Background: an optimization exercise with open tools, aiming at small area, a short achievable clock period and few clock cycles per item. Do not read the settings as production practice.
At most, simulation tests tie the RTL to the original design; equivalence was not proved.
For run 5, only the layout was checked, not whether the RTL still works.

### flow/flow/run.sh
#!/bin/bash
# Own layout flow: the standard layout (standard.sh), with the port
# buffers made as sky130_fd_sc_hd__buf_1 instead of the delay buffer that
# buffer_ports picks by default. Every input and output port still gets its
# own buffer; the resizer may resize them like any other cell.
set -euo pipefail
export BUFFER_PORTS_ARGS="-buffer_cell sky130_fd_sc_hd__buf_1"
bash standard.sh finish > standard_flow.log 2>&1
### flow/standard.sh
#!/bin/bash
# synth_recipe.tcl (not shown) runs the flow's synth.tcl, then flattens the netlist and writes it again
# the make line also repeats each setting of config.mk as NAME=value (left out here)
make -C /OpenROAD-flow-scripts/flow DESIGN_CONFIG=/design/flow/config.mk WORK_HOME=/design/flow/orfs CLKGATE_MAP_FILE= SYNTH_SCRIPT=/design/flow/synth_recipe.tcl "${@:-finish}"
### flow/config.mk
export PLATFORM = sky130hd
export DESIGN_NAME = gimli_permutation_core
export DESIGN_NICKNAME = gimli_permutation_core
export VERILOG_FILES = /design/flow/design.v
export SDC_FILE = /design/flow/constraint.sdc
export NUM_CORES = 4
export LEC_CHECK = 0
export CAP_MARGIN = 20
export CORE_MARGIN = 2
export CORE_UTILIZATION = 40
export PLACE_DENSITY = 0.6
export SETUP_SLACK_MARGIN = 0.2
export SLEW_MARGIN = 20
### flow/constraint.sdc
create_clock -name core_clock -period 3.5 [get_ports {clk}]
set_input_delay 0.7000 -clock core_clock [delete_from_list [all_inputs] [get_ports {clk}]]
set_output_delay 0.7000 -clock core_clock [all_outputs]
set_load 0.01 [all_outputs]
### flow/design.v
module gimli_non_linear_permutation (
  input  logic [31:0] i_x,
  input  logic [31:0] i_y,
  input  logic [31:0] i_z,
  output logic [31:0] o_x,
  output logic [31:0] o_y,
  output logic [31:0] o_z
);
  logic [31:0] w_x;
  logic [31:0] w_y;
  assign w_x = {i_x[7:0], i_x[31:8]};
  assign w_y = {i_y[22:0], i_y[31:23]};
  assign o_z = w_x ^ (i_z << 1) ^ ((w_y & i_z) << 2);
  assign o_y = w_y ^ w_x ^ ((w_x | i_z) << 1);
  assign o_x = i_z ^ w_y ^ ((w_x & w_y) << 3);
endmodule
module gimli_round #(
  parameter bit STATIC_PHASE = 1'b0,
  parameter int PHASE        = 0
) (
  input  logic [383:0] i_state,
  input  logic [4:0]   i_round,
  output logic [383:0] o_state
);
  localparam logic [31:0] RC_BASE = 32'h9e377900;
  logic [11:0][31:0] w_in;
  logic [11:0][31:0] w_sp;
  logic [1:0]        w_phase;
  assign w_in    = i_state;
  assign w_phase = STATIC_PHASE ? 2'(PHASE) : i_round[1:0];
  for (genvar j = 0; j < 4; j++) begin : g_sp
    gimli_non_linear_permutation u_sp (
      .i_x (w_in[j]),
      .i_y (w_in[j+4]),
      .i_z (w_in[j+8]),
      .o_x (w_sp[j]),
      .o_y (w_sp[j+4]),
      .o_z (w_sp[j+8])
    );
  end
  always_comb begin
    o_state = w_sp;
    if (w_phase == 2'b00) begin
      o_state[31:0]   = w_sp[1] ^ RC_BASE ^ {27'd0, i_round};
      o_state[63:32]  = w_sp[0];
      o_state[95:64]  = w_sp[3];
      o_state[127:96] = w_sp[2];
    end else if (w_phase == 2'b10) begin
      o_state[31:0]   = w_sp[2];
      o_state[63:32]  = w_sp[3];
      o_state[95:64]  = w_sp[0];
      o_state[127:96] = w_sp[1];
    end
  end
endmodule
module gimli_permutation_core #(
  parameter int NUMBER_OF_ROUNDS = 24
) (
  input  logic         clk,
  input  logic         rst,
  input  logic [383:0] din_state,
  input  logic         din_valid,
  output logic         din_ready,
  output logic [383:0] dout_state,
  output logic         dout_valid,
  input  logic         dout_ready,
  output logic         busy
);
  localparam int K = 2;
  logic         r_run;     
  logic         r_done;    
  logic [4:0]   r_round;   
  logic [383:0] r_state;
  logic         w_take;
  logic         w_last;
  logic [4:0]   w_round_base;
  logic [K:0][383:0] w_blk;
  assign din_ready = !r_run && (!r_done || dout_ready);
  assign w_take    = din_valid && din_ready;
  assign w_last    = (r_round == 5'(K));
  assign w_round_base = (K % 4 == 0) ? {r_round[4:2], 2'b00} :
                        (K % 2 == 0) ? {r_round[4:1], 1'b0} : r_round;
  for (genvar j = 0; j < K; j++) begin : g_rnd
    gimli_round #(
      .STATIC_PHASE ((K % 4 == 0) || (K % 2 == 0 && j % 2 == 1)),
      .PHASE        ((4 - (j % 4)) % 4)
    ) u_round (
      .i_state (w_blk[j]),
      .i_round (w_round_base - 5'(j)),
      .o_state (w_blk[j+1])
    );
  end
  localparam int NSEL = 16;
  logic [NSEL-1:0] r_sel;
  always_ff @(posedge clk or posedge rst) begin
    if (rst) begin
      r_sel <= '0;
    end else begin
      for (int i = 0; i < NSEL; i++) r_sel[i] <= r_sel[i] ? !w_last : w_take;
    end
  end
  for (genvar b = 0; b < 384; b++) begin : g_in
    assign w_blk[0][b] = r_sel[(b * NSEL) / 384] ? r_state[b] : din_state[b];
  end
  always_ff @(posedge clk) begin
    if (r_run || w_take) r_state <= w_blk[K];
  end
  always_ff @(posedge clk or posedge rst) begin
    if (rst) begin
      r_run   <= 1'b0;
      r_done  <= 1'b0;
      r_round <= 5'(NUMBER_OF_ROUNDS);
    end else if (r_run) begin
      if (w_last) begin
        r_run   <= 1'b0;
        r_done  <= 1'b1;
        r_round <= 5'(NUMBER_OF_ROUNDS);
      end else begin
        r_round <= r_round - 5'(K);
      end
    end else if (w_take) begin
      if (NUMBER_OF_ROUNDS == K) begin
        r_done  <= 1'b1;
      end else begin
        r_run   <= 1'b1;
        r_done  <= 1'b0;
        r_round <= r_round - 5'(K);
      end
    end else if (r_done && dout_ready) begin
      r_done <= 1'b0;
    end
  end
  assign busy       = r_run && !rst;
  assign dout_valid = r_done && !rst;
  assign dout_state = r_state;
endmodule
==> flow_metrics.env, run 1 <==
export IMPL_hp_class="primary input to async pin"
export IMPL_cp_slowest_cell="o21ai_0"
export IMPL_dp_hpwl_um=142000
export IMPL_ios=775
export IMPL_syn_avg_cell_area_um2=11.1
export IMPL_min_period_ns=3.34
export IMPL_ys_flop_type="edfxtp_1"
export IMPL_yosysMostFrequentCell="xnor2_1"
export IMPL_postCtsSetupBuffers=0
export IMPL_maxSlewHeadroom_pct=20.9
export IMPL_worstPathRequired_ns=3.90
export IMPL_fmax_mhz=300
export IMPL_netlist_top_cells_count="xnor2_1 (531), ha_1 (469), xor2_1 (409)"
export IMPL_synth_area_leaders="edfxtp_1 (32%), ha_1 (16%), xnor2_1 (13%)"
export IMPL_routabilityCongestion=1.02
export IMPL_clk_latency_ns=0.62
export IMPL_antenna_found_initial=6
export IMPL_cts_buffer_depth=3
export IMPL_cp_common_cell="xnor2_1"
export IMPL_drt_wirelength_per_cell_um=30.1
export IMPL_async_reset_ff_share_pct=5.42
export IMPL_layout_setup_ws_ns=0.161
export IMPL_use_met2_pct=60.4
export IMPL_synth_top_cell_area_share_pct=32.3
export IMPL_synth_area_mm2=0.0357
export IMPL_syn2layout_area_growth_pct=21.2
export IMPL_cts_tree="done"
export IMPL_die_h_um=303
export IMPL_portBuffers=774
export IMPL_tightestPinTransition_ns=1.18
export IMPL_drt_pre_antenna_iters=5
export IMPL_holdWs_ns=0.214
export IMPL_outcome="finished clean"
export IMPL_grt_max_degree=151
export IMPL_viasPerCell=5.18
export IMPL_die_w_um=303
export IMPL_slowest_delay_ns=0.86
export IMPL_synth_cell_types=38
export IMPL_critPathTopFamily="compound AO/OA/AOI/OAI gates"
export IMPL_grt_use_met1_pct=43.3
export IMPL_crit_chain="buf_12 > mux2i_1 > inv_1 > ha_1 > xor2_1 > o21ai_0 > xnor2_1 > xnor2_1"
export IMPL_cts_hold_buffers=0
export IMPL_grt_pass1_wl_um=215000
export IMPL_ant_nets=0
export IMPL_gr_usage_met3_pct=4.00
export IMPL_synth_cells=3225
export IMPL_synth_top_cell_by_area="edfxtp_1"
export IMPL_cts_clk_slew_worst_paths_ns=0.06
export IMPL_post_place_ws_ns=0.0252
export IMPL_cts_root_buffer="clkbuf_16"
export IMPL_synth_seq_cells=406
export IMPL_vias=27900
export IMPL_grt_use_total_pct=34.4
export IMPL_finalClockSkew_ns=0.0348
export IMPL_synth_edf_count=384
export IMPL_crit_fanout=24
export IMPL_critPathCaptureType="register"
export IMPL_grt_overflow=0
export IMPL_r2r_slack_ns=0.16
export IMPL_cp_num_buf_inv=2
export IMPL_path_class="register to register"
export IMPL_row_count=109
export IMPL_critical_path_startpoint_type="register"
export IMPL_final_hold_viol_count=0
export IMPL_first_iter_violations=2088
export IMPL_grt_pass1_vias=27500
export IMPL_max_cap_viol_count=0
export IMPL_drive_above_1_share_pct=13.1
export IMPL_busiest_layer="met2"
export IMPL_start_util_pct=40.4
export IMPL_fin_nets=5039
export IMPL_maxSlewViolCount=0
export IMPL_crit_arrival_ns=3.74
export IMPL_h_tree_depth=2
export IMPL_rsz0062_at_grt="yes"
export IMPL_wirelength_um=162000
export IMPL_setup_viol=0
export IMPL_cts_sinks=406
export IMPL_finalCritPeriodShare_pct=95.4
export IMPL_die_area_mm2=0.0916
export IMPL_yosysSeqAreaShare_pct=33.9
export IMPL_drc_errors=0
export IMPL_cts_inserted_buffers=51
export IMPL_ys_warnings_count=3
export IMPL_core_mm2=0.0884
export IMPL_syn_num_nets=4082
==> cells by family after synthesis <==
family | Yosys count | share of synthesized area (%)
flops | 406 | 33.9
simple gates | 420 | 4.55
mux | 398 | 11.9
fa+ha+maj | 469 | 16.5
buf+inv | 393 | 4.87
compound gates | 131 | 1.98
xor+xnor | 1008 | 26.3
==> worst reg2reg max path: stages, from the launching register on <==
cell,delay (ns)
dfrtp_1,0.40
buf_12,0.26
mux2i_1,0.44
inv_1,0.09
ha_1,0.31
xor2_1,0.20
o21ai_0,0.86
xnor2_1,0.20
xnor2_1,0.36
==> layout make-up <==
class	count	area, um2
sequential	406	12100
tap	1165	1460
antenna	3	7.51
clock buffer	58	1300
timing repair buffer	983	4640
fill	8457	45200
clock inverter	36	363
multi-input combinational	2426	22200
inverter	314	1180
==> timing repair <==
action	CTS	global route
hold endpoints to repair	0	0
endpoints found under the setup margin	25	64
resized for setup	16	40
==> cell usage in the layout, fill, tap and decap left out, drive strengths merged, types with 5 or more instances in the layout <==
master	count
buf	983
xnor2	591
ha	469
xor2	409
edfxtp	384
inv	318
mux2i	278
nand2	204
nor2	199
mux2	120
a21oi	83
clkbuf	58
o21ai	39
clkinv	22
dfrtp	20
xnor3	8
nor2b	8
bufinv	6
o211ai	5
==> state kept, by name, summed over array words and instances (netlist names) <==
register / count
r_round: 4
r_state: 384
r_run: 1
r_sel: 16
r_done: 1
==> per-stage QoR <==
step	TNS, ns	std cells	util [%]	cell area (um2)
after floorplan	-1442.76	3225	-	35700
after global placement	0	5294	46.7	41200
after detailed placement	0	5294	46.7	41200
after CTS	0	5388	48.6	43000
after global routing	0	5389	48.9	43200
final	0	5391	48.9	43200
==> path summary, 6_finish.rpt <==
kind                                   startpoint                      to  depth (start not counted)
min in group core_clock                dout_ready      r_done$_DFFE_PP0P_                          2
max in group asynchronous                     rst      r_sel[6]$_DFF_PP0_                          3
hold reg to reg            r_round[4]$_DFFE_PP1P_  r_round[4]$_DFFE_PP1P_                          2
hold / removal                                rst      r_sel[0]$_DFF_PP0_                          2
setup / recovery              r_sel[12]$_DFF_PP0_  r_state[253]$_DFFE_PP_                          8
setup reg to reg              r_sel[12]$_DFF_PP0_  r_state[253]$_DFFE_PP_                          8
==> per-layer routing <==
metal | vias up | wire length, um | part of all wire, %
li1 | 12700 | - | -
met1 | 13700 | 65400 | 40
met2 | 1234 | 80300 | 49
met3 | 257 | 9650 | 5.9
met4 | 2 | 7180 | 4.4
met5 | - | 12 | 0.0074
Testbench counts, summed over its fixed seeds: cycles 1,544, items 128.
==> run 2, diff against run 1 <==
--- a/flow/config.mk
+++ b/flow/config.mk
@@ -8,6 +8,6 @@
 export CAP_MARGIN = 20
 export CORE_MARGIN = 2
-export CORE_UTILIZATION = 40
-export PLACE_DENSITY = 0.6
-export SETUP_SLACK_MARGIN = 0.2
+export CORE_UTILIZATION = 60
+export PLACE_DENSITY = 0.75
+export SETUP_SLACK_MARGIN = 0.3
 export SLEW_MARGIN = 20
==> flow_metrics.env, run 2 <==
export IMPL_min_period_ns=3.28
export IMPL_crit_chain="buf_4 > mux2i_1 > buf_4 > inv_1 > ha_1 > xor2_2 > nor2_1 > a21oi_1 > ha_1 > xor2_1"
export IMPL_crit_arrival_ns=3.63
export IMPL_regMostFlops="r_state"
export IMPL_netlist_top_cells_count="xnor2_1 (531), ha_1 (469), xor2_1 (409)"
export IMPL_largest_reg_flops=384
export IMPL_finalCritPeriodShare_pct=93.7
export IMPL_grt_max_degree=90
export IMPL_wirelength_um=152000
export IMPL_grt_overflow=0
export IMPL_cts_clk_slew_worst_paths_ns=0.06
export IMPL_tightestPinTransition_ns=1.08
export IMPL_r2r_slack_ns=0.22
export IMPL_cts_inserted_buffers=46
export IMPL_ios=775
export IMPL_maxSlewHeadroom_pct=27.8
export IMPL_dp_hpwl_um=129000
export IMPL_critPathLaunch="r_sel[12]$_DFF_PP0_"
export IMPL_first_iter_violations=3342
export IMPL_portBuffers=774
export IMPL_synth_compound_area_share_pct=1.98
export IMPL_synth_area_leaders="edfxtp_1 (32%), ha_1 (16%), xnor2_1 (13%)"
export IMPL_row_count=89
export IMPL_top_regs="r_state x384, r_sel x16, r_round x4"
export IMPL_syn2layout_area_growth_pct=19.5
export IMPL_layout_common_cells="buf_1 (774), xnor2_1 (523), ha_1 (468)"
export IMPL_timing_setup_tns_ns=0
export IMPL_drt_wirelength_per_cell_um=30.4
export IMPL_cts_buffer_depth=3
export IMPL_fin_nets=5025
export IMPL_synth_seq_cells=406
export IMPL_holdWs_ns=0.373
export IMPL_cts_root_buffer="clkbuf_16"
export IMPL_slowest_delay_ns=0.61
export IMPL_ys_warnings_count=3
export IMPL_cts_tree="done"
export IMPL_clk_latency_ns=0.61
export IMPL_drt_pre_antenna_iters=6
export IMPL_yosys_area_share_xor_xnor_pct=26.3
export IMPL_maxSlewViolCount=0
export IMPL_finalClockSkew_ns=0.0224
export IMPL_die_h_um=248
export IMPL_die_area_mm2=0.0614
export IMPL_critPathTopFamily="adder cells"
export IMPL_layout_commonest_cell="buf_1"
export IMPL_synth_top_family_by_area="XOR/XNOR gates"
export IMPL_rsz0062_at_grt="yes"
export IMPL_die_w_um=248
export IMPL_grt_pass1_vias=28300
export IMPL_cts_sinks=406
export IMPL_drive_above_1_share_pct=12.7
export IMPL_synth_simple_area_share_pct=4.55
export IMPL_path_depth=10
export IMPL_start_util_pct=60.5
export IMPL_hp_class="primary input to async pin"
export IMPL_syn_avg_cell_area_um2=11.1
export IMPL_yosysSeqAreaShare_pct=33.9
export IMPL_final_hold_viol_count=0
export IMPL_outcome="finished clean"
export IMPL_synth_top_cell_area_share_pct=32.3
export IMPL_viasPerCell=5.87
export IMPL_worstPathRequired_ns=3.85
export IMPL_synth_top_cell_by_area="edfxtp_1"
export IMPL_ys_flop_type="edfxtp_1"
export IMPL_antenna_found_initial=4
export IMPL_r2r_end="r_state[139]$_DFFE_PP_"
export IMPL_cp_num_buf_inv=3
export IMPL_critical_path_startpoint_type="register"
export IMPL_routabilityCongestion=1.06
export IMPL_cp_slowest_cell="a21oi_1"
export IMPL_synth_area_mm2=0.0357
export IMPL_vias=29200
export IMPL_muxShareOfSynthArea_pct=11.9
export IMPL_max_cap_viol_count=0
export IMPL_setup_viol=0
export IMPL_core_mm2=0.0589
export IMPL_h_tree_depth=2
export IMPL_endpoint="r_state[139]$_DFFE_PP_"
export IMPL_crit_fanout=7
export IMPL_synthAdderAreaFrac_pct=16.5
export IMPL_r2r_start="r_sel[12]$_DFF_PP0_"
export IMPL_ant_nets=0
export IMPL_async_reset_ff_share_pct=5.42
export IMPL_yosysMostFrequentCell="xnor2_1"
export IMPL_fmax_mhz=305
export IMPL_path_class="register to register"
export IMPL_synth_cells=3225
export IMPL_r2r_cells=10
export IMPL_syn_num_nets=4082
export IMPL_grt_use_total_pct=48.2
export IMPL_synth_cell_types=38
export IMPL_drc_errors=0
export IMPL_critPathCaptureType="register"
export IMPL_grt_pass1_wl_um=203000
export IMPL_synth_edf_count=384
-- run 2: cell count changes in the layout (fill, tap and decap cells not counted), sizes merged --
cell and delta:
clkinv -15, clkbuf +10, buf -9, inv -4, clkinvlp -2, bufinv +1, diode +1
-- run 2: worst min path at each step --
stage	from	endpoint	slack [ns]
floorplan	r_round[4]$_DFFE_PP1P_	r_round[4]$_DFFE_PP1P_	0.45
global route	rst	r_sel[12]$_DFF_PP0_	0.39
detailed placement	r_round[4]$_DFFE_PP1P_	r_round[4]$_DFFE_PP1P_	0.48
global placement	r_round[4]$_DFFE_PP1P_	r_round[4]$_DFFE_PP1P_	0.48
finish	rst	r_sel[1]$_DFF_PP0_	0.37
CTS	rst	r_sel[1]$_DFF_PP0_	0.34
-- run 2: per-layer routing --
| layer | routed length [um] | track usage [%] | vias up |
|---|---|---|---|
| li1 | - | - | 12700 |
| met1 | 54100 | 57.6 | 14100 |
| met2 | 68800 | 77.2 | 2022 |
| met3 | 17000 | 12.3 | 469 |
| met4 | 11600 | 31.2 | 2 |
| met5 | 15 | 0 | - |
-- run 2: through the flow --
step	instance area (um2)	std cells	worst slack, ns	util, %
after floorplan	35700	3225	-3.76	-
after global placement	40700	4891	-0.0601	69.1
after detailed placement	40700	4891	-0.0511	69.1
after CTS	42400	4975	0.263	72.0
after global routing	42600	4977	0.251	72.3
final	42600	4981	0.221	72.3
-- run 2: cell families after synthesis --
kind of cell / after synthesis
xor gates and xnor gates: 1008
buffers and inverters: 393
muxes: 398
AOI/OAI and AO/OA: 131
DFF: 406
and+or+nand+nor: 420
adders and majority gates: 469
-- run 2: timing repair --
item | CTS | global route
setup buffers | 0 | 2
hold buffers | 0 | 0
gates resized for setup | 16 | 41
cloned | 0 | 0
pin swaps | 0 | 1
endpoints found under the setup margin | 39 | 55
-- run 2: area by class of cell --
cell class,instances,area [um2]
diodes,4,10.0
clock buffers,68,1350
clock inverters,16,256
fillers,4588,16300
inverters,314,1180
multi-input cells,2426,22100
flip-flops and latches,406,12100
well taps,773,967
repair buffers,974,4640
-- run 2: worst register-to-register path, delay by kind of cell, from the launching register on --
family	cells	cell delay, ns
AND/OR/NAND/NOR	1	0.08
multiplexers	1	0.17
buffers and inverters	3	0.35
XOR/XNOR	2	0.64
flip-flops	1	0.51
adder cells (fa/ha/maj)	2	0.69
AO/OA/AOI/OAI	1	0.61
==> run 3, diff against run 2 <==
--- a/flow/design.v
+++ b/flow/design.v
@@ -91,5 +91,5 @@
     );
   end
-  localparam int NSEL = 16;
+  localparam int NSEL = 48;
   logic [NSEL-1:0] r_sel;
   always_ff @(posedge clk or posedge rst) begin
--- a/flow/config.mk
+++ b/flow/config.mk
@@ -10,4 +10,4 @@
 export CORE_UTILIZATION = 60
 export PLACE_DENSITY = 0.75
-export SETUP_SLACK_MARGIN = 0.3
+export SETUP_SLACK_MARGIN = 0.8
 export SLEW_MARGIN = 20
==> flow_metrics.env, run 3 <==
export IMPL_worstPathRequired_ns=3.85
export IMPL_setup_viol=0
export IMPL_grt_pass1_wl_um=213000
export IMPL_tightestPinTransition_ns=1.05
export IMPL_ios=775
export IMPL_cts_buffer_depth=3
export IMPL_rsz0062_at_grt="yes"
export IMPL_syn_num_nets=4185
export IMPL_first_iter_violations=4101
export IMPL_viasPerCell=6.01
export IMPL_ant_nets=0
export IMPL_max_cap_viol_count=0
export IMPL_antenna_found_initial=6
export IMPL_core_mm2=0.0592
export IMPL_layout_common_cells="buf_1 (774), xnor2_1 (537), ha_1 (432)"
export IMPL_min_period_ns=2.85
export IMPL_drive_above_1_share_pct=23.4
export IMPL_synth_top_cell_area_share_pct=31.9
export IMPL_synth_area_leaders="edfxtp_1 (32%), ha_1 (16%), xnor2_1 (14%)"
export IMPL_r2r_end="r_state[127]$_DFFE_PP_"
export IMPL_timing_setup_tns_ns=0
export IMPL_h_tree_depth=2
export IMPL_portBuffers=774
export IMPL_syn2layout_area_growth_pct=32.0
export IMPL_yosysSeqAreaShare_pct=35.7
export IMPL_cts_root_buffer="clkbuf_16"
export IMPL_layout_commonest_cell="buf_1"
export IMPL_critPathCaptureType="register"
export IMPL_r2r_slack_ns=0.65
export IMPL_finalCritPeriodShare_pct=81.5
export IMPL_wirelength_um=161000
export IMPL_clk_latency_ns=0.61
export IMPL_holdWs_ns=0.302
export IMPL_path_class="register to register"
export IMPL_maxSlewViolCount=0
export IMPL_drt_wirelength_per_cell_um=30.5
export IMPL_synth_area_mm2=0.0361
export IMPL_synth_cell_types=39
export IMPL_grt_overflow=0
export IMPL_fin_nets=5331
export IMPL_die_h_um=249
export IMPL_crit_fanout=3
export IMPL_drc_errors=0
export IMPL_vias=31800
export IMPL_nFillCells=3759
export IMPL_cts_tree="done"
export IMPL_routabilityCongestion=1.05
export IMPL_dp_hpwl_um=129000
export IMPL_grt_use_total_pct=48.6
export IMPL_row_count=89
export IMPL_maxSlewHeadroom_pct=30.3
export IMPL_synth_seq_cells=438
export IMPL_synth_cells=3328
export IMPL_top_regs="r_state x384, r_sel x48, r_round x4"
export IMPL_synth_top_cell_by_area="edfxtp_1"
export IMPL_hp_class="primary input to async pin"
export IMPL_final_area_mm2=0.0477
export IMPL_cts_inserted_buffers=51
export IMPL_ys_warnings_count=3
export IMPL_yosysMostFrequentCell="xnor2_1"
export IMPL_fmax_mhz=350
export IMPL_start_util_pct=61.0
export IMPL_synth_edf_count=384
export IMPL_cts_sinks=438
export IMPL_finalClockSkew_ns=0.0224
export IMPL_grt_max_degree=116
export IMPL_outcome="finished clean"
export IMPL_r2r_start="r_state[324]$_DFFE_PP_"
export IMPL_critical_path_startpoint_type="register"
export IMPL_async_reset_ff_share_pct=12.3
export IMPL_cts_clk_slew_worst_paths_ns=0.07
export IMPL_die_w_um=249
export IMPL_die_area_mm2=0.0622
export IMPL_final_hold_viol_count=0
export IMPL_syn_avg_cell_area_um2=10.9
export IMPL_regMostFlops="r_state"
export IMPL_netlist_top_cells_count="xnor2_1 (590), ha_1 (469), xor2_1 (409)"
export IMPL_r2r_cells=13
export IMPL_ys_flop_type="edfxtp_1"
export IMPL_grt_pass1_vias=29800
export IMPL_place_area_mm2=0.0412
export IMPL_largest_reg_flops=384
export IMPL_cts_hold_buffers=0
export IMPL_drt_pre_antenna_iters=6
export IMPL_crit_arrival_ns=3.20
run 3: worst max-delay path, cell delays in order, from the launching register on:
cell	delay (ns)
edfxtp_1	0.48
mux2i_2	0.26
inv_1	0.12
ha_4	0.28
xor2_1	0.15
buf_4	0.22
nor2_4	0.05
a21oi_4	0.16
buf_6	0.15
ha_4	0.15
xnor2_2	0.09
xnor2_2	0.15
xnor2_2	0.22
xnor2_1	0.11
run 3: worst max-delay path by stage:
stage / startpoint / end / slack [ns] / depth (start not counted)
CTS: r_state[219]$_DFFE_PP_ / r_state[127]$_DFFE_PP_ / 0.62 / 12
global placement: din_state[73] / r_state[127]$_DFFE_PP_ / 0.19 / 14
global route: r_sel[40]$_DFF_PP0_ / r_state[31]$_DFFE_PP_ / 0.59 / 12
floorplan: dout_ready / r_state[0]$_DFFE_PP_ / -3.76 / 3
detailed placement: din_state[324] / r_state[127]$_DFFE_PP_ / 0.14 / 14
finish: r_state[324]$_DFFE_PP_ / r_state[127]$_DFFE_PP_ / 0.65 / 13
run 3: logic make-up (layout without fill, tap and decap cells):
family / after synthesis / count (layout) / share of synthesized area [%]
compound gates: 163 / 163 / 2.42
xor+xnor: 1008 / 1008 / 24.8
fa+ha+maj: 469 / 469 / 16.2
buf+inv: 400 / 1588 / 4.45
flops: 438 / 438 / 35.7
mux: 398 / 398 / 11.6
other cells: 0 / 3 / 0
simple gates: 452 / 452 / 4.85
run 3: routing by layer:
| metal | global-route usage (%) | wire, um | part of all wire [%] |
|---|---|---|---|
| met1 | 61.0 | 55700 | 35 |
| met2 | 76.2 | 70600 | 44 |
| met3 | 10.5 | 20400 | 13 |
| met4 | 31.5 | 14600 | 9.1 |
| met5 | 0 | 13 | 0.0081 |
run 3: final cells by class:
| cell class | count | area [um2] | share of cell area (%) |
|---|---|---|---|
| Antenna cell | 3 | 7.51 | 0.0158 |
| Clock buffer | 65 | 1410 | 2.96 |
| Clock inverter | 30 | 340 | 0.714 |
| Inverter | 314 | 1180 | 2.48 |
| Multi-Input combinational cell | 2490 | 24500 | 51.5 |
| Sequential cell | 438 | 12900 | 27.2 |
| Tap cell | 773 | 967 | 2.03 |
| Timing Repair Buffer | 1179 | 6270 | 13.2 |
run 3: per-stage QoR:
stage	worst slack, ns	cells	util, %
floorplan	-3.76	3328	-
global placement	0.188	4991	69.6
detailed placement	0.141	4991	69.6
CTS	0.622	5147	75.7
global route	0.588	5291	80.4
finish	0.646	5292	80.5
run 3: timing repair:
item | 4_1_cts | 5_1_grt
buffers inserted | 61 | 141
cloned | 0 | 1
pin swaps | 19 | 65
resized for setup | 302 | 267
endpoints found under the setup margin | 338 | 226
Testbench counts of run 3, summed over its fixed seeds: cycles 1,544, items 128.
==> run 4, diff against run 3 <==
--- a/flow/config.mk
+++ b/flow/config.mk
@@ -10,4 +10,4 @@
 export CORE_UTILIZATION = 60
 export PLACE_DENSITY = 0.75
-export SETUP_SLACK_MARGIN = 0.8
+export SETUP_SLACK_MARGIN = 0.5
 export SLEW_MARGIN = 20
==> flow_metrics.env, run 4 <==
export IMPL_cts_tree="done"
export IMPL_first_iter_violations=3995
export IMPL_ios=775
export IMPL_fmax_mhz=324
export IMPL_grt_use_total_pct=48.2
export IMPL_grt_pass1_vias=29400
export IMPL_clk_latency_ns=0.62
export IMPL_netlist_top_cells_count="xnor2_1 (590), ha_1 (469), xor2_1 (409)"
export IMPL_ys_warnings_count=3
export IMPL_critical_path_startpoint_type="register"
export IMPL_drt_wirelength_per_cell_um=30.2
export IMPL_cp_num_buf_inv=2
export IMPL_place_area_mm2=0.0414
export IMPL_synth_top_cell_by_area="edfxtp_1"
export IMPL_cts_root_buffer="clkbuf_16"
export IMPL_path_depth=9
export IMPL_critPathCaptureType="register"
export IMPL_wl_met1_um=55200
export IMPL_async_reset_ff_share_pct=12.3
export IMPL_critPathTopFamily="XOR/XNOR gates"
export IMPL_die_w_um=249
export IMPL_synth_area_mm2=0.0361
export IMPL_synth_cell_types=39
export IMPL_finalClockSkew_ns=0.0299
export IMPL_cts_clk_slew_worst_paths_ns=0.06
export IMPL_synth_edf_count=384
export IMPL_synth_area_leaders="edfxtp_1 (32%), ha_1 (16%), xnor2_1 (14%)"
export IMPL_drive_above_1_share_pct=13.6
export IMPL_stdcell_count=5138
export IMPL_tightestPinTransition_ns=1.11
export IMPL_final_hold_viol_count=0
export IMPL_grt_max_degree=151
export IMPL_hp_class="primary input to async pin"
export IMPL_outcome="finished clean"
export IMPL_fin_nets=5177
export IMPL_maxSlewViolCount=0
export IMPL_maxSlewHeadroom_pct=25.7
export IMPL_nFillCells=4407
export IMPL_crit_arrival_ns=3.46
export IMPL_antenna_found_initial=5
export IMPL_holdWs_ns=0.283
export IMPL_dp_hpwl_um=131000
export IMPL_finalCritPeriodShare_pct=88.2
export IMPL_top_regs="r_state x384, r_sel x48, r_round x4"
export IMPL_die_h_um=249
export IMPL_grt_pass1_wl_um=211000
export IMPL_cp_slowest_cell="dfrtp_2"
export IMPL_drc_errors=0
export IMPL_wirelength_um=155000
export IMPL_synth_seq_cells=438
export IMPL_syn_avg_cell_area_um2=10.9
export IMPL_yosysSeqAreaShare_pct=35.7
export IMPL_crit_chain="mux2i_1 > inv_1 > ha_1 > xor2_1 > nor2_1 > a21oi_1 > buf_4 > xnor2_1 > xnor2_1"
export IMPL_largest_reg_flops=384
export IMPL_min_period_ns=3.09
export IMPL_r2r_cells=9
export IMPL_synth_top_cell_area_share_pct=31.9
export IMPL_vias=30600
export IMPL_die_area_mm2=0.0622
export IMPL_top_layer="met5"
export IMPL_row_count=89
export IMPL_syn2layout_area_growth_pct=21.7
export IMPL_wl_met3_um=18500
export IMPL_routabilityCongestion=1.05
export IMPL_yosysMostFrequentCell="xnor2_1"
export IMPL_regMostFlops="r_state"
export IMPL_crit_fanout=10
export IMPL_final_area_mm2=0.0439
export IMPL_layout_commonest_cell="buf_1"
export IMPL_setup_viol=0
export IMPL_cts_inserted_buffers=51
export IMPL_post_place_cells=5015
export IMPL_layout_common_cells="buf_1 (774), xnor2_1 (577), ha_1 (466)"
export IMPL_cp_common_cell="xnor2_1"
export IMPL_portBuffers=774
export IMPL_timing_setup_tns_ns=0
export IMPL_slowest_delay_ns=0.58
export IMPL_max_cap_viol_count=0
export IMPL_cts_buffer_depth=3
export IMPL_rsz0062_at_grt="yes"
export IMPL_drt_pre_antenna_iters=6
export IMPL_viasPerCell=5.95
export IMPL_final_util_pct=74.2
export IMPL_h_tree_depth=2
export IMPL_wl_met2_um=69100
export IMPL_syn_num_nets=4185
export IMPL_start_util_pct=61.0
export IMPL_ys_flop_type="edfxtp_1"
export IMPL_path_class="register to register"
export IMPL_ant_nets=0
export IMPL_worstPathRequired_ns=3.87
export IMPL_core_mm2=0.0592
export IMPL_synth_cells=3328
export IMPL_grt_overflow=0
export IMPL_cts_sinks=438
## run 4: repair_timing
item,4_1_cts,5_1_grt
pin swaps,3,7
resized for setup,43,79
buffers inserted,7,18
gates cloned,0,0
hold buffers,0,0
setup endpoints to repair,92,110
## run 4: final timing paths
check | slack (ns) | from | to
max | 0.41 | r_sel[35]$_DFF_PP0_ | r_state[304]$_DFFE_PP_
min | 0.28 | rst | r_sel[15]$_DFF_PP0_
max reg2reg | 0.41 | r_sel[35]$_DFF_PP0_ | r_state[304]$_DFFE_PP_
min reg2reg | 0.53 | r_round[4]$_DFFE_PP1P_ | r_round[4]$_DFFE_PP1P_
max in group asynchronous | 2.34 | rst | r_sel[20]$_DFF_PP0_
min in group core_clock | 0.40 | dout_ready | r_done$_DFFE_PP0P_
## run 4: final cells by class
class / count / area [um2] / area share, %
tap: 773 / 967 / 2.20
timing repair buffer: 1025 / 4900 / 11.2
inverter: 314 / 1180 / 2.69
clock inverter: 31 / 473 / 1.08
antenna: 2 / 5.00 / 0.0114
clock buffer: 65 / 1390 / 3.16
multi-input combinational: 2490 / 22100 / 50.3
sequential: 438 / 12900 / 29.4
## run 4: stage by stage
stage / worst slack, ns
final: 0.412
after global routing: 0.379
after CTS: 0.440
after detailed placement: -0.181
after global placement: -0.154
after floorplan: -3.76
## run 4: cell families (layout without fill, tap and decap cells)
family          Yosys count  in the layout  share of synthesized area, %
fa+ha+maj               469            469                          16.2
flops                   438            438                          35.7
other cells               0              2                             0
compound gates          163            163                          2.42
mux                     398            398                          11.6
simple gates            452            452                          4.85
xor+xnor               1008           1008                          24.8
buf+inv                 400           1435                          4.45
## run 4: layer usage
layer | vias to the layer above | track usage [%]
li1 | 13100 | -
met1 | 14600 | 59.7
met2 | 2318 | 76.5
met3 | 575 | 11.1
met4 | 2 | 30.4
met5 | - | 0
==> run 5, diff against run 4 <==
--- a/flow/design.v
+++ b/flow/design.v
@@ -91,5 +91,5 @@
     );
   end
-  localparam int NSEL = 48;
+  localparam int NSEL = 96;
   logic [NSEL-1:0] r_sel;
   always_ff @(posedge clk or posedge rst) begin
==> flow_metrics.env, run 5 <==
export IMPL_fin_nets=5263
export IMPL_cp_common_cell="xnor2_1"
export IMPL_syn_avg_cell_area_um2=10.8
export IMPL_final_hold_viol_count=0
export IMPL_outcome="finished clean"
export IMPL_timing_setup_tns_ns=0
export IMPL_cts_inserted_buffers=55
export IMPL_drt_pre_antenna_iters=8
export IMPL_synth_top_cell_area_share_pct=30.4
export IMPL_synth_cells=3501
export IMPL_grt_use_total_pct=47.0
export IMPL_cts_sinks=486
export IMPL_dp_hpwl_um=132000
export IMPL_row_count=92
export IMPL_layout_commonest_cell="buf_1"
export IMPL_routabilityCongestion=1.05
export IMPL_maxSlewHeadroom_pct=40.9
export IMPL_post_place_cells=5195
export IMPL_layout_setup_ws_ns=0.478
export IMPL_synth_seq_cells=486
export IMPL_r2r_cells=11
export IMPL_viasPerCell=5.83
export IMPL_tightestPinTransition_ns=0.877
export IMPL_critical_path_startpoint_type="register"
export IMPL_stdcell_count=5303
export IMPL_yosysSeqAreaShare_pct=37.2
export IMPL_async_reset_ff_share_pct=21.0
export IMPL_fmax_mhz=331
export IMPL_syn2layout_area_growth_pct=19.1
export IMPL_antenna_found_initial=7
export IMPL_grt_pass1_vias=29300
export IMPL_ys_flop_type="edfxtp_1"
export IMPL_ys_warnings_count=3
export IMPL_max_cap_viol_count=0
export IMPL_synth_cell_types=38
export IMPL_netlist_top_cells_count="xnor2_1 (590), ha_1 (469), xor2_1 (410)"
export IMPL_r2r_end="r_state[127]$_DFFE_PP_"
export IMPL_finalClockSkew_ns=0.0267
export IMPL_clk_latency_ns=0.64
export IMPL_worstPathRequired_ns=3.88
export IMPL_grt_pass1_wl_um=210000
export IMPL_die_h_um=255
export IMPL_holdWs_ns=0.374
export IMPL_synth_top_cell_by_area="edfxtp_1"
export IMPL_min_period_ns=3.02
export IMPL_syn_num_nets=4358
export IMPL_post_place_ws_ns=-0.0482
export IMPL_drt_wirelength_per_cell_um=29.7
export IMPL_drive_above_1_share_pct=11.1
export IMPL_cts_clk_slew_worst_paths_ns=0.07
export IMPL_synth_area_leaders="edfxtp_1 (30%), ha_1 (15%), xnor2_1 (14%)"
export IMPL_first_iter_violations=3568
export IMPL_crit_chain="mux2i_2 > inv_1 > ha_1 > xor2_1 > nor2_1 > a21oi_1 > ha_1 > xnor2_1 > xnor2_1 > xnor2_1 > xnor2_1"
export IMPL_grt_overflow=0
export IMPL_cts_buffer_depth=3
export IMPL_setup_viol=0
export IMPL_regMostFlops="r_state"
export IMPL_cts_root_buffer="clkbuf_16"
export IMPL_drc_errors=0
export IMPL_ios=775
export IMPL_crit_arrival_ns=3.41
export IMPL_core_mm2=0.0627
export IMPL_synth_area_mm2=0.0379
export IMPL_vias=30900
export IMPL_r2r_slack_ns=0.48
export IMPL_slowest_delay_ns=0.44
export IMPL_path_class="register to register"
export IMPL_portBuffers=774
export IMPL_start_util_pct=60.4
export IMPL_die_w_um=255
export IMPL_finalCritPeriodShare_pct=86.3
export IMPL_cp_num_buf_inv=1
export IMPL_top_regs="r_state x384, r_sel x96, r_round x4"
export IMPL_hp_class="primary input to async pin"
export IMPL_critPathTopFamily="XOR/XNOR gates"
export IMPL_grt_max_degree=103
export IMPL_cts_tree="done"
export IMPL_largest_reg_flops=384
export IMPL_yosysMostFrequentCell="xnor2_1"
export IMPL_rsz0062_at_grt="yes"
export IMPL_critPathCaptureType="register"
export IMPL_cts_hold_buffers=0
export IMPL_ant_nets=0
export IMPL_h_tree_depth=2
export IMPL_die_area_mm2=0.0651
export IMPL_r2r_start="r_sel[81]$_DFF_PP0_"
export IMPL_maxSlewViolCount=0
export IMPL_crit_fanout=3
export IMPL_cp_slowest_cell="dfrtp_1"
export IMPL_wirelength_um=157000
export IMPL_layout_common_cells="buf_1 (774), xnor2_1 (587), ha_1 (469)"
export IMPL_synth_edf_count=384
[run 5: cell count changes in the layout (fill, tap and decap cells not counted), moves of 10 or more]
cell       before  now
dfrtp_2        33    4
xnor2_2        14    3
mux2i_1       239  249
buf_4         242  184
xnor2_1       577  587
clkbuf_16      52   64
dfrtp_1        17   95
o21ai_0        64  109
nand2_1       235  280
[run 5: per-layer routing]
layer | vias up | part of all wire (%) | GRT usage (%)
li1 | 13500 | - | -
met2 | 2055 | 45 | 73.7
met5 | - | 0.022 | 0
met1 | 14900 | 37 | 59.4
met3 | 508 | 10 | 9.02
met4 | 6 | 8.1 | 31.5
[run 5: timing repair]
item                                   CTS  global route
setup endpoints to repair               25            56
gates resized for setup                 18            47
endpoints found under the hold margin    0             0
cloned                                   0             0
buffers inserted                         0             0
[run 5: layout make-up]
cell class / instances / area, um2
multi-input combinational: 2585 / 22400
inverter: 313 / 1180
clock buffer: 73 / 1690
antenna: 5 / 12.5
clock inverter: 30 / 254
timing repair buffer: 965 / 4430
fill: 4850 / 17600
sequential: 486 / 14100
tap: 846 / 1060
[run 5: worst register-to-register path, stage by stage, from the launching register on]
cell and delay, ns:
dfrtp_1 0.44, mux2i_2 0.37, inv_1 0.10, ha_1 0.34, xor2_1 0.37, nor2_1 0.08, a21oi_1 0.32, ha_1 0.24
xnor2_1 0.14, xnor2_1 0.15, xnor2_1 0.15, xnor2_1 0.09
[run 5: worst max path at each step]
stage	from	cells after the start	slack, ns	to
final	r_sel[81]$_DFF_PP0_	11	0.48	r_state[127]$_DFFE_PP_
after global routing	r_sel[18]$_DFF_PP0_	11	0.36	r_state[127]$_DFFE_PP_
after CTS	r_sel[38]$_DFF_PP0_	10	0.44	r_state[95]$_DFFE_PP_
after detailed placement	din_state[356]	11	-0.05	r_state[95]$_DFFE_PP_
after global placement	din_state[356]	11	-0.03	r_state[95]$_DFFE_PP_
after floorplan	dout_ready	3	-3.74	r_state[0]$_DFFE_PP_
[run 5: kinds of logic after synthesis]
kind of cell               share of synthesized area [%]
muxes                                               11.1
adders and majority gates                           15.5
buffers and inverters                               4.59
and+or+nand+nor                                     5.07
DFF                                                 37.2
AOI/OAI and AO/OA                                   2.93
xor gates and xnor gates                            23.6
[run 5: stage by stage]
| stage | cell area (um2) | utilization, % |
|---|---|---|
| floorplan | 37900 | - |
| global placement | 42800 | 68.3 |
| detailed placement | 42800 | 68.3 |
| CTS | 44900 | 71.5 |
| global route | 45100 | 71.9 |
| finish | 45100 | 71.9 |
==> run 6, diff against run 5 <==
--- a/flow/design.v
+++ b/flow/design.v
@@ -91,18 +91,8 @@
     );
   end
-  localparam int NSEL = 96;
-  logic [NSEL-1:0] r_sel;
-  always_ff @(posedge clk or posedge rst) begin
-    if (rst) begin
-      r_sel <= '0;
-    end else begin
-      for (int i = 0; i < NSEL; i++) r_sel[i] <= r_sel[i] ? !w_last : w_take;
-    end
-  end
-  for (genvar b = 0; b < 384; b++) begin : g_in
-    assign w_blk[0][b] = r_sel[(b * NSEL) / 384] ? r_state[b] : din_state[b];
-  end
+  assign w_blk[0] = r_state;
   always_ff @(posedge clk) begin
-    if (r_run || w_take) r_state <= w_blk[K];
+    if (w_take)     r_state <= din_state;
+    else if (r_run) r_state <= w_blk[K];
   end
   always_ff @(posedge clk or posedge rst) begin
@@ -120,11 +110,6 @@
       end
     end else if (w_take) begin
-      if (NUMBER_OF_ROUNDS == K) begin
-        r_done  <= 1'b1;
-      end else begin
-        r_run   <= 1'b1;
-        r_done  <= 1'b0;
-        r_round <= r_round - 5'(K);
-      end
+      r_run  <= 1'b1;
+      r_done <= 1'b0;
     end else if (r_done && dout_ready) begin
       r_done <= 1'b0;
==> flow_metrics.env, run 6 <==
export IMPL_drc_errors=0
export IMPL_layout_commonest_cell="buf_1"
export IMPL_routabilityCongestion=1.12
export IMPL_nFillCells=4498
export IMPL_h_tree_depth=2
export IMPL_finalCritPeriodShare_pct=87.6
export IMPL_syn2layout_area_growth_pct=17.3
export IMPL_die_w_um=241
export IMPL_ys_flop_type="edfxtp_1"
export IMPL_cts_tree="done"
export IMPL_grt_pass1_wl_um=209000
export IMPL_stdcell_count=4824
export IMPL_clk_latency_ns=0.62
export IMPL_core_mm2=0.0553
export IMPL_grt_max_degree=120
export IMPL_rsz0062_at_grt="no"
export IMPL_synth_area_leaders="edfxtp_1 (34%), xnor2_1 (20%), ha_1 (18%)"
export IMPL_post_place_cells=4736
export IMPL_yosysSeqAreaShare_pct=34.7
export IMPL_top_regs="r_state x384, r_round x4"
export IMPL_r2r_cells=6
export IMPL_synth_top_cell_by_area="edfxtp_1"
export IMPL_row_count=86
export IMPL_synth_edf_count=384
export IMPL_min_period_ns=3.06
export IMPL_synth_seq_cells=390
export IMPL_worstPathRequired_ns=3.78
export IMPL_maxSlewHeadroom_pct=35.6
export IMPL_critPathCaptureType="register"
export IMPL_outcome="finished clean"
export IMPL_portBuffers=774
export IMPL_grt_overflow=0
export IMPL_cts_sinks=390
export IMPL_critical_path_startpoint_type="register"
export IMPL_yosysMostFrequentCell="xnor2_1"
export IMPL_cts_buffer_depth=3
export IMPL_grt_pass1_vias=28500
export IMPL_syn_avg_cell_area_um2=10.4
export IMPL_drt_wirelength_per_cell_um=32.1
export IMPL_setup_viol=0
export IMPL_die_area_mm2=0.0580
export IMPL_ios=775
export IMPL_holdWs_ns=0.0770
export IMPL_syn_num_nets=4089
export IMPL_regMostFlops="r_state"
export IMPL_start_util_pct=60.8
export IMPL_hp_class="primary input to async pin"
export IMPL_maxSlewViolCount=0
export IMPL_crit_arrival_ns=3.34
export IMPL_path_class="register to register"
export IMPL_cts_clk_slew_worst_paths_ns=0.06
export IMPL_wirelength_um=155000
export IMPL_drt_pre_antenna_iters=6
export IMPL_vias=30000
export IMPL_ys_warnings_count=3
export IMPL_dp_hpwl_um=131000
export IMPL_viasPerCell=6.21
export IMPL_layout_common_cells="buf_1 (774), xnor2_1 (765), ha_1 (473)"
export IMPL_synth_cells=3228
export IMPL_final_hold_viol_count=0
export IMPL_multiInputGateArea_mm2=0.0213
export IMPL_drive_above_1_share_pct=5.53
export IMPL_crit_fanout=3
export IMPL_finalClockSkew_ns=0.0215
export IMPL_timing_setup_tns_ns=0
export IMPL_synth_top_cell_area_share_pct=34.3
export IMPL_tightestPinTransition_ns=0.939
export IMPL_first_iter_violations=4218
export IMPL_async_reset_ff_share_pct=1.54
export IMPL_cts_root_buffer="clkbuf_16"
export IMPL_netlist_top_cells_count="xnor2_1 (766), ha_1 (473), nand2_1 (412)"
export IMPL_antenna_found_initial=7
export IMPL_final_seq_area_mm2=0.0117
export IMPL_largest_reg_flops=384
export IMPL_die_h_um=241
export IMPL_synth_area_mm2=0.0336
export IMPL_cts_hold_buffers=0
export IMPL_max_cap_viol_count=0
export IMPL_cts_inserted_buffers=45
export IMPL_synth_cell_types=33
export IMPL_fin_nets=4896
export IMPL_grt_use_total_pct=52.7
export IMPL_fmax_mhz=326
export IMPL_ant_nets=0
run 6: per-stage QoR:
stage,setup slack [ns],area [um2],utilization [%]
finish,0.436,39500,71.4
global route,0.524,39500,71.4
detailed placement,0.501,37900,68.5
global placement,0.507,37900,68.5
CTS,0.528,39500,71.3
floorplan,0.250,33700,-
run 6: logic make-up after synthesis:
group | Yosys count | synth area share [%]
AO/OA/AOI/OAI | 363 | 5.41
XOR/XNOR | 1019 | 27.0
adder cells (fa/ha/maj) | 473 | 17.6
buffers and inverters | 161 | 2.21
flip-flops | 390 | 34.7
multiplexers | 132 | 5.27
AND/OR/NAND/NOR | 690 | 7.81
run 6: per-layer routing:
layer,vias to the layer above,part of all wire (%),track usage [%]
li1,12600,-,-
met1,14000,34,61.7
met4,4,10,44.8
met5,-,0.022,0
met2,2592,43,80.6
met3,726,13,14.1
run 6: worst paths after layout:
kind	from	endpoint	slack, ns
max	r_state[201]$_DFFE_PP_	r_state[234]$_DFFE_PP_	0.44
max reg2reg	r_state[201]$_DFFE_PP_	r_state[234]$_DFFE_PP_	0.44
min reg2reg	r_round[3]$_DFFE_PP1P_	r_round[3]$_DFFE_PP1P_	0.50
min	rst	r_round[2]$_DFFE_PP0P_	0.08
max in group asynchronous	rst	r_round[3]$_DFFE_PP1P_	3.12
min in group core_clock	din_state[0]	r_state[0]$_DFFE_PP_	0.36
run 6: area by class of cell:
type                       count  share of cell area [%]
inverter                      61                   0.631
clock inverter                30                   0.919
antenna                        4                  0.0254
sequential                   390                    29.6
tap                          748                    2.37
timing repair buffer         860                    9.53
clock buffer                  54                    3.05
multi-input combinational   2677                    53.9
run 6: timing repair:
action / CTS / global route
setup buffers: 0 / 0
gates resized for setup: 1 / 4
endpoints found under the setup margin: 1 / 4
run 6: critical path: stages, from the launching register on:
cell	delay [ns]
edfxtp_1	0.55
ha_1	0.46
xnor2_1	0.19
mux2i_4	0.32
ha_1	0.31
xor2_1	0.18
o21ai_0	0.72
Testbench counts of run 6, summed over its fixed seeds: cycles 1,672, items 128.
==> run 7, diff against run 6 <==
--- a/flow/config.mk
+++ b/flow/config.mk
@@ -10,4 +10,4 @@
 export CORE_UTILIZATION = 60
 export PLACE_DENSITY = 0.75
-export SETUP_SLACK_MARGIN = 0.5
+export SETUP_SLACK_MARGIN = 1.5
 export SLEW_MARGIN = 20
==> flow_metrics.env, run 7 <==
export IMPL_synth_top_cell_by_area="edfxtp_1"
export IMPL_cts_sinks=390
export IMPL_place_area_mm2=0.0383
export IMPL_haltStage="clock tree synthesis"
export IMPL_async_reset_ff_share_pct=1.54
export IMPL_start_util_pct=60.8
export IMPL_synth_cells=3228
export IMPL_cts_hold_buffers=0
export IMPL_yosysSeqAreaShare_pct=34.7
export IMPL_syn_avg_cell_area_um2=10.4
export IMPL_h_tree_depth=2
export IMPL_postCtsSetupBuffers=695
export IMPL_row_count=86
export IMPL_portBuffers=774
export IMPL_dp_hpwl_um=130000
export IMPL_netlist_top_cells_count="xnor2_1 (766), ha_1 (473), nand2_1 (412)"
export IMPL_synth_edf_count=384
export IMPL_die_w_um=241
export IMPL_synth_top_cell_area_share_pct=34.3
export IMPL_ctsResizeCount=2132
export IMPL_cts_root_buffer="clkbuf_16"
export IMPL_cts_inserted_buffers=46
export IMPL_ios=775
export IMPL_syn_num_nets=4089
export IMPL_ys_warnings_count=3
export IMPL_synth_seq_cells=390
export IMPL_synth_cell_types=33
export IMPL_ys_flop_type="edfxtp_1"
export IMPL_outcome="did not finish"
export IMPL_cts_buffer_depth=3
export IMPL_tool_error="[ERROR DPL-0038] Utilization greater than 100%, impossible to legalize"
export IMPL_die_h_um=241
export IMPL_routabilityCongestion=1.09
export IMPL_synth_area_leaders="edfxtp_1 (34%), xnor2_1 (20%), ha_1 (18%)"
export IMPL_synth_area_mm2=0.0336
export IMPL_yosysMostFrequentCell="xnor2_1"
==> run 7: cell counts after synthesis <==
No cell type changed its count.
==> run 7: worst min-delay path by stage <==
stage                              to                    from  slack, ns
2_1_floorplan  r_round[3]$_DFFE_PP1P_  r_round[3]$_DFFE_PP1P_       0.46
3_5_place_dp   r_round[3]$_DFFE_PP1P_  r_round[3]$_DFFE_PP1P_       0.49
3_3_place_gp   r_round[3]$_DFFE_PP1P_  r_round[3]$_DFFE_PP1P_       0.48
==> run 7: kinds of logic after synthesis <==
group / after synthesis / share of synthesized area (%)
AO/OA/AOI/OAI: 363 / 5.41
XOR/XNOR: 1019 / 27.0
adder cells (fa/ha/maj): 473 / 17.6
buffers and inverters: 161 / 2.21
flip-flops: 390 / 34.7
multiplexers: 132 / 5.27
AND/OR/NAND/NOR: 690 / 7.81
==> run 7: per-stage QoR <==
| step | instances | setup WS, ns |
|---|---|---|
| after floorplan | 3228 | 0.250 |
| after detailed placement | 4714 | 0.636 |
| after global placement | 4714 | 0.680 |
==> run 8, diff against run 7 <==
--- a/flow/config.mk
+++ b/flow/config.mk
@@ -10,4 +10,4 @@
 export CORE_UTILIZATION = 60
 export PLACE_DENSITY = 0.75
-export SETUP_SLACK_MARGIN = 1.5
+export SETUP_SLACK_MARGIN = 1.9
 export SLEW_MARGIN = 20
==> flow_metrics.env, run 8 <==
export IMPL_cts_inserted_buffers=46
export IMPL_post_place_ws_ns=0.458
export IMPL_ctsResizeCount=2886
export IMPL_start_util_pct=60.8
export IMPL_synth_area_mm2=0.0336
export IMPL_outcome="did not finish"
export IMPL_ys_flop_type="edfxtp_1"
export IMPL_die_h_um=241
export IMPL_tool_error="[ERROR DPL-0038] Utilization greater than 100%, impossible to legalize"
export IMPL_portBuffers=774
export IMPL_routabilityCongestion=1.13
export IMPL_synth_top_cell_area_share_pct=34.3
export IMPL_cts_root_buffer="clkbuf_16"
export IMPL_ys_warnings_count=3
export IMPL_syn_num_nets=4089
export IMPL_synth_cells=3228
export IMPL_synthAdderAreaFrac_pct=17.6
export IMPL_yosysMostFrequentCell="xnor2_1"
export IMPL_ios=775
export IMPL_synth_cell_types=33
export IMPL_syn_avg_cell_area_um2=10.4
export IMPL_netlist_top_cells_count="xnor2_1 (766), ha_1 (473), nand2_1 (412)"
export IMPL_dp_hpwl_um=131000
export IMPL_postCtsSetupBuffers=896
export IMPL_yosys_area_share_xor_xnor_pct=27.0
export IMPL_row_count=86
export IMPL_h_tree_depth=2
export IMPL_cts_hold_buffers=0
export IMPL_die_w_um=241
export IMPL_synth_top_cell_by_area="edfxtp_1"
export IMPL_async_reset_ff_share_pct=1.54
export IMPL_synth_edf_count=384
export IMPL_muxShareOfSynthArea_pct=5.27
export IMPL_cts_buffer_depth=3
export IMPL_synth_top_family_by_area="XOR/XNOR gates"
export IMPL_yosysSeqAreaShare_pct=34.7
export IMPL_cts_sinks=390
export IMPL_synth_area_leaders="edfxtp_1 (34%), xnor2_1 (20%), ha_1 (18%)"
export IMPL_synth_simple_area_share_pct=7.81
export IMPL_synth_seq_cells=390
export IMPL_haltStage="clock tree synthesis"
export IMPL_synth_compound_area_share_pct=5.41
## run 8: cell counts after synthesis
Identical to the previous run, type by type.
## run 8: logic make-up after synthesis
family	after synthesis
buffers and inverters	161
and+or+nand+nor	690
adders and majority gates	473
AOI/OAI and AO/OA	363
muxes	132
xor gates and xnor gates	1019
DFF	390
## run 8: worst min path at each step
stage | end | depth (start not counted)
detailed placement | r_round[3]$_DFFE_PP1P_ | 2
global placement | r_round[3]$_DFFE_PP1P_ | 2
floorplan | r_round[3]$_DFFE_PP1P_ | 2
## run 8: metrics by stage
step	instance area, um2	hold slack (ns)	std cells
after floorplan	34400	0.463	3228
after global placement	38400	0.488	4727
after detailed placement	38400	0.511	4727
==> run 9, diff against run 8 <==
--- a/flow/config.mk
+++ b/flow/config.mk
@@ -10,4 +10,4 @@
 export CORE_UTILIZATION = 60
 export PLACE_DENSITY = 0.75
-export SETUP_SLACK_MARGIN = 1.9
+export SETUP_SLACK_MARGIN = 1.0
 export SLEW_MARGIN = 20
==> flow_metrics.env, run 9 <==
export IMPL_outcome="finished clean"
export IMPL_clk_latency_ns=0.62
export IMPL_synth_top_family_by_area="XOR/XNOR gates"
export IMPL_die_h_um=241
export IMPL_ys_warnings_count=3
export IMPL_cts_tree="done"
export IMPL_cts_inserted_buffers=45
export IMPL_busiest_layer="met2"
export IMPL_critPathLaunch="r_state[68]$_DFFE_PP_"
export IMPL_first_iter_violations=4483
export IMPL_use_met2_pct=81.9
export IMPL_synth_cell_types=33
export IMPL_layout_common_cells="buf_1 (774), xnor2_1 (650), ha_1 (457)"
export IMPL_synth_edf_count=384
export IMPL_maxSlewViolCount=0
export IMPL_largest_reg_flops=384
export IMPL_synth_compound_area_share_pct=5.41
export IMPL_syn_num_nets=4089
export IMPL_die_area_mm2=0.0580
export IMPL_min_period_ns=2.66
export IMPL_grt_pass1_wl_um=212000
export IMPL_die_w_um=241
export IMPL_wirelength_um=159000
export IMPL_start_util_pct=60.8
export IMPL_drt_pre_antenna_iters=7
export IMPL_synth_top_cell_by_area="edfxtp_1"
export IMPL_grt_max_degree=120
export IMPL_core_mm2=0.0553
export IMPL_r2r_slack_ns=0.84
export IMPL_tightestPinTransition_ns=0.784
export IMPL_fmax_mhz=376
export IMPL_finalClockSkew_ns=0.0218
export IMPL_portBuffers=774
export IMPL_drive_above_1_share_pct=11.6
export IMPL_synthAdderAreaFrac_pct=17.6
export IMPL_routabilityCongestion=1.12
export IMPL_fin_nets=4958
export IMPL_synth_simple_area_share_pct=7.81
export IMPL_synth_area_mm2=0.0336
export IMPL_grt_pass1_vias=28700
export IMPL_finalCritPeriodShare_pct=76.1
export IMPL_path_class="register to register"
export IMPL_regMostFlops="r_state"
export IMPL_synth_seq_cells=390
export IMPL_h_tree_depth=2
export IMPL_netlist_top_cells_count="xnor2_1 (766), ha_1 (473), nand2_1 (412)"
export IMPL_r2r_cells=6
export IMPL_antenna_found_initial=9
export IMPL_hp_class="primary input to async pin"
export IMPL_cts_root_buffer="clkbuf_16"
export IMPL_timing_setup_tns_ns=0
export IMPL_yosysMostFrequentCell="xnor2_1"
export IMPL_dp_hpwl_um=131000
export IMPL_rsz0062_at_grt="yes"
export IMPL_layout_commonest_cell="buf_1"
export IMPL_drc_errors=0
export IMPL_maxSlewHeadroom_pct=47.3
export IMPL_cts_buffer_depth=3
export IMPL_final_hold_viol_count=0
export IMPL_ios=775
export IMPL_multiInputGateArea_mm2=0.0229
export IMPL_max_cap_viol_count=0
export IMPL_synth_cells=3228
export IMPL_nFillCells=4154
export IMPL_cts_clk_slew_worst_paths_ns=0.06
export IMPL_yosys_area_share_xor_xnor_pct=27.0
export IMPL_grt_overflow=0
export IMPL_async_reset_ff_share_pct=1.54
export IMPL_critical_path_startpoint_type="register"
export IMPL_cts_hold_buffers=0
export IMPL_crit_arrival_ns=2.99
export IMPL_syn2layout_area_growth_pct=23.7
export IMPL_synth_top_cell_area_share_pct=34.3
export IMPL_worstPathRequired_ns=3.83
export IMPL_critPathCaptureType="register"
export IMPL_r2r_end="r_state[26]$_DFFE_PP_"
export IMPL_grt_use_met1_pct=63.2
export IMPL_row_count=86
export IMPL_ys_flop_type="edfxtp_1"
export IMPL_cts_sinks=390
export IMPL_final_seq_area_mm2=0.0117
export IMPL_crit_fanout=4
export IMPL_grt_use_total_pct=53.4
export IMPL_yosysSeqAreaShare_pct=34.7
export IMPL_r2r_start="r_state[68]$_DFFE_PP_"
export IMPL_vias=30800
export IMPL_setup_viol=0
export IMPL_syn_avg_cell_area_um2=10.4
export IMPL_ant_nets=0
export IMPL_muxShareOfSynthArea_pct=5.27
export IMPL_drt_wirelength_per_cell_um=32.6
export IMPL_endpoint="r_state[26]$_DFFE_PP_"
export IMPL_viasPerCell=6.31
export IMPL_gr_usage_met3_pct=14.5
export IMPL_top_regs="r_state x384, r_round x4"
export IMPL_synth_area_leaders="edfxtp_1 (34%), xnor2_1 (20%), ha_1 (18%)"
[run 9: cell counts after synthesis]
No cell type changed its count.
[run 9: critical path: stages, from the launching register on]
cell	delay, ns
edfxtp_1	0.47
ha_1	0.26
xnor3_1	0.56
mux2i_4	0.24
ha_1	0.30
xnor2_1	0.38
o21ai_0	0.16
[run 9: cells by family after synthesis]
group / after synthesis
xor+xnor: 1019
simple gates: 690
fa+ha+maj: 473
flops: 390
compound gates: 363
buf+inv: 161
mux: 132
[run 9: per-layer routing]
| layer | part of all wire (%) | vias to the layer above |
|---|---|---|
| li1 | - | 12700 |
| met1 | 33 | 14400 |
| met2 | 43 | 2847 |
| met3 | 13 | 812 |
| met4 | 11 | 6 |
| met5 | 0.024 | - |
[run 9: layout make-up]
class                           instances  area share (%)
Multi-Input combinational cell       2678            54.9
Sequential cell                       390            28.1
Timing Repair Buffer                  920            10.3
Clock buffer                           54            2.89
Tap cell                              748            2.25
Clock inverter                         30           0.872
Inverter                               61           0.643
Timing Repair inverter                  1          0.0271
Antenna cell                            3          0.0180
[run 9: worst min path at each step]
stage	depth (start not counted)	to	slack [ns]
after floorplan	2	r_round[3]$_DFFE_PP1P_	0.46
after global placement	2	r_round[3]$_DFFE_PP1P_	0.48
after detailed placement	2	r_round[3]$_DFFE_PP1P_	0.49
after CTS	2	r_round[2]$_DFFE_PP0P_	0.07
after global routing	2	r_round[2]$_DFFE_PP0P_	0.13
final	2	r_round[2]$_DFFE_PP0P_	0.09
[run 9: per-stage QoR]
step	cells	utilization [%]	worst slack (ns)	hold slack, ns	area (um2)
2_1_floorplan	3228	-	0.250	0.463	33700
3_3_place_gp	4736	68.5	0.507	0.482	37900
3_5_place_dp	4736	68.5	0.501	0.488	37900
4_1_cts	4834	73.1	0.842	0.0684	40400
5_1_grt	4882	75.2	0.825	0.134	41600
6_report	4885	75.2	0.838	0.0900	41600
[run 9: what timing repair did]
action / in CTS / in global routing
pin swaps: 2 / 12
buffers inserted: 14 / 44
gates resized for setup: 133 / 120
endpoints found under the setup margin: 179 / 134
cloned: 0 / 4

==> what the ideal ports hide <==
The flow's constraints put no driver on any port. The routed layouts listed below were extracted and timed again, unchanged, in two steps.
Step 1, drivers: a clkbuf_16 drives clk and a buf_2 each remaining input, both assumed.
Step 2 times the ports against the registers' clock, not the clock port: input delays grow and output delays shrink by t, the midpoint of the rising clock arrivals with the driver on.
Slacks: ideal / step 1 / step 2; pairs: ideal / step 1.
run | t (ns) | slack for setup (ns) | latest minus earliest clock arrival (ns) | worst register clock-pin slew, ns
run 1 | 0.672 | 0.161 / 0.161 / 0.155 | 0.034 / 0.035 | 0.07 / 0.07
run 2 | 0.669 | 0.221 / 0.221 / 0.120 | 0.023 / 0.023 | 0.07 / 0.07
run 3 | 0.669 | 0.646 / 0.646 / 0.345 | 0.023 / 0.023 | 0.07 / 0.07
run 4 | 0.679 | 0.412 / 0.412 / 0.231 | 0.031 / 0.032 | 0.07 / 0.07
run 5 | 0.694 | 0.478 / 0.478 / 0.201 | 0.028 / 0.028 | 0.07 / 0.07
run 6 | 0.676 | 0.436 / 0.436 / 0.436 | 0.022 / 0.022 | 0.07 / 0.07
run 9 | 0.677 | 0.838 / 0.838 / 0.432 | 0.022 / 0.022 | 0.07 / 0.07
After both steps setup and hold are still met in every run listed. The setup slack of run 9, which loses most, moves by 0.000 ns with the drivers and by -0.406 ns with both steps.
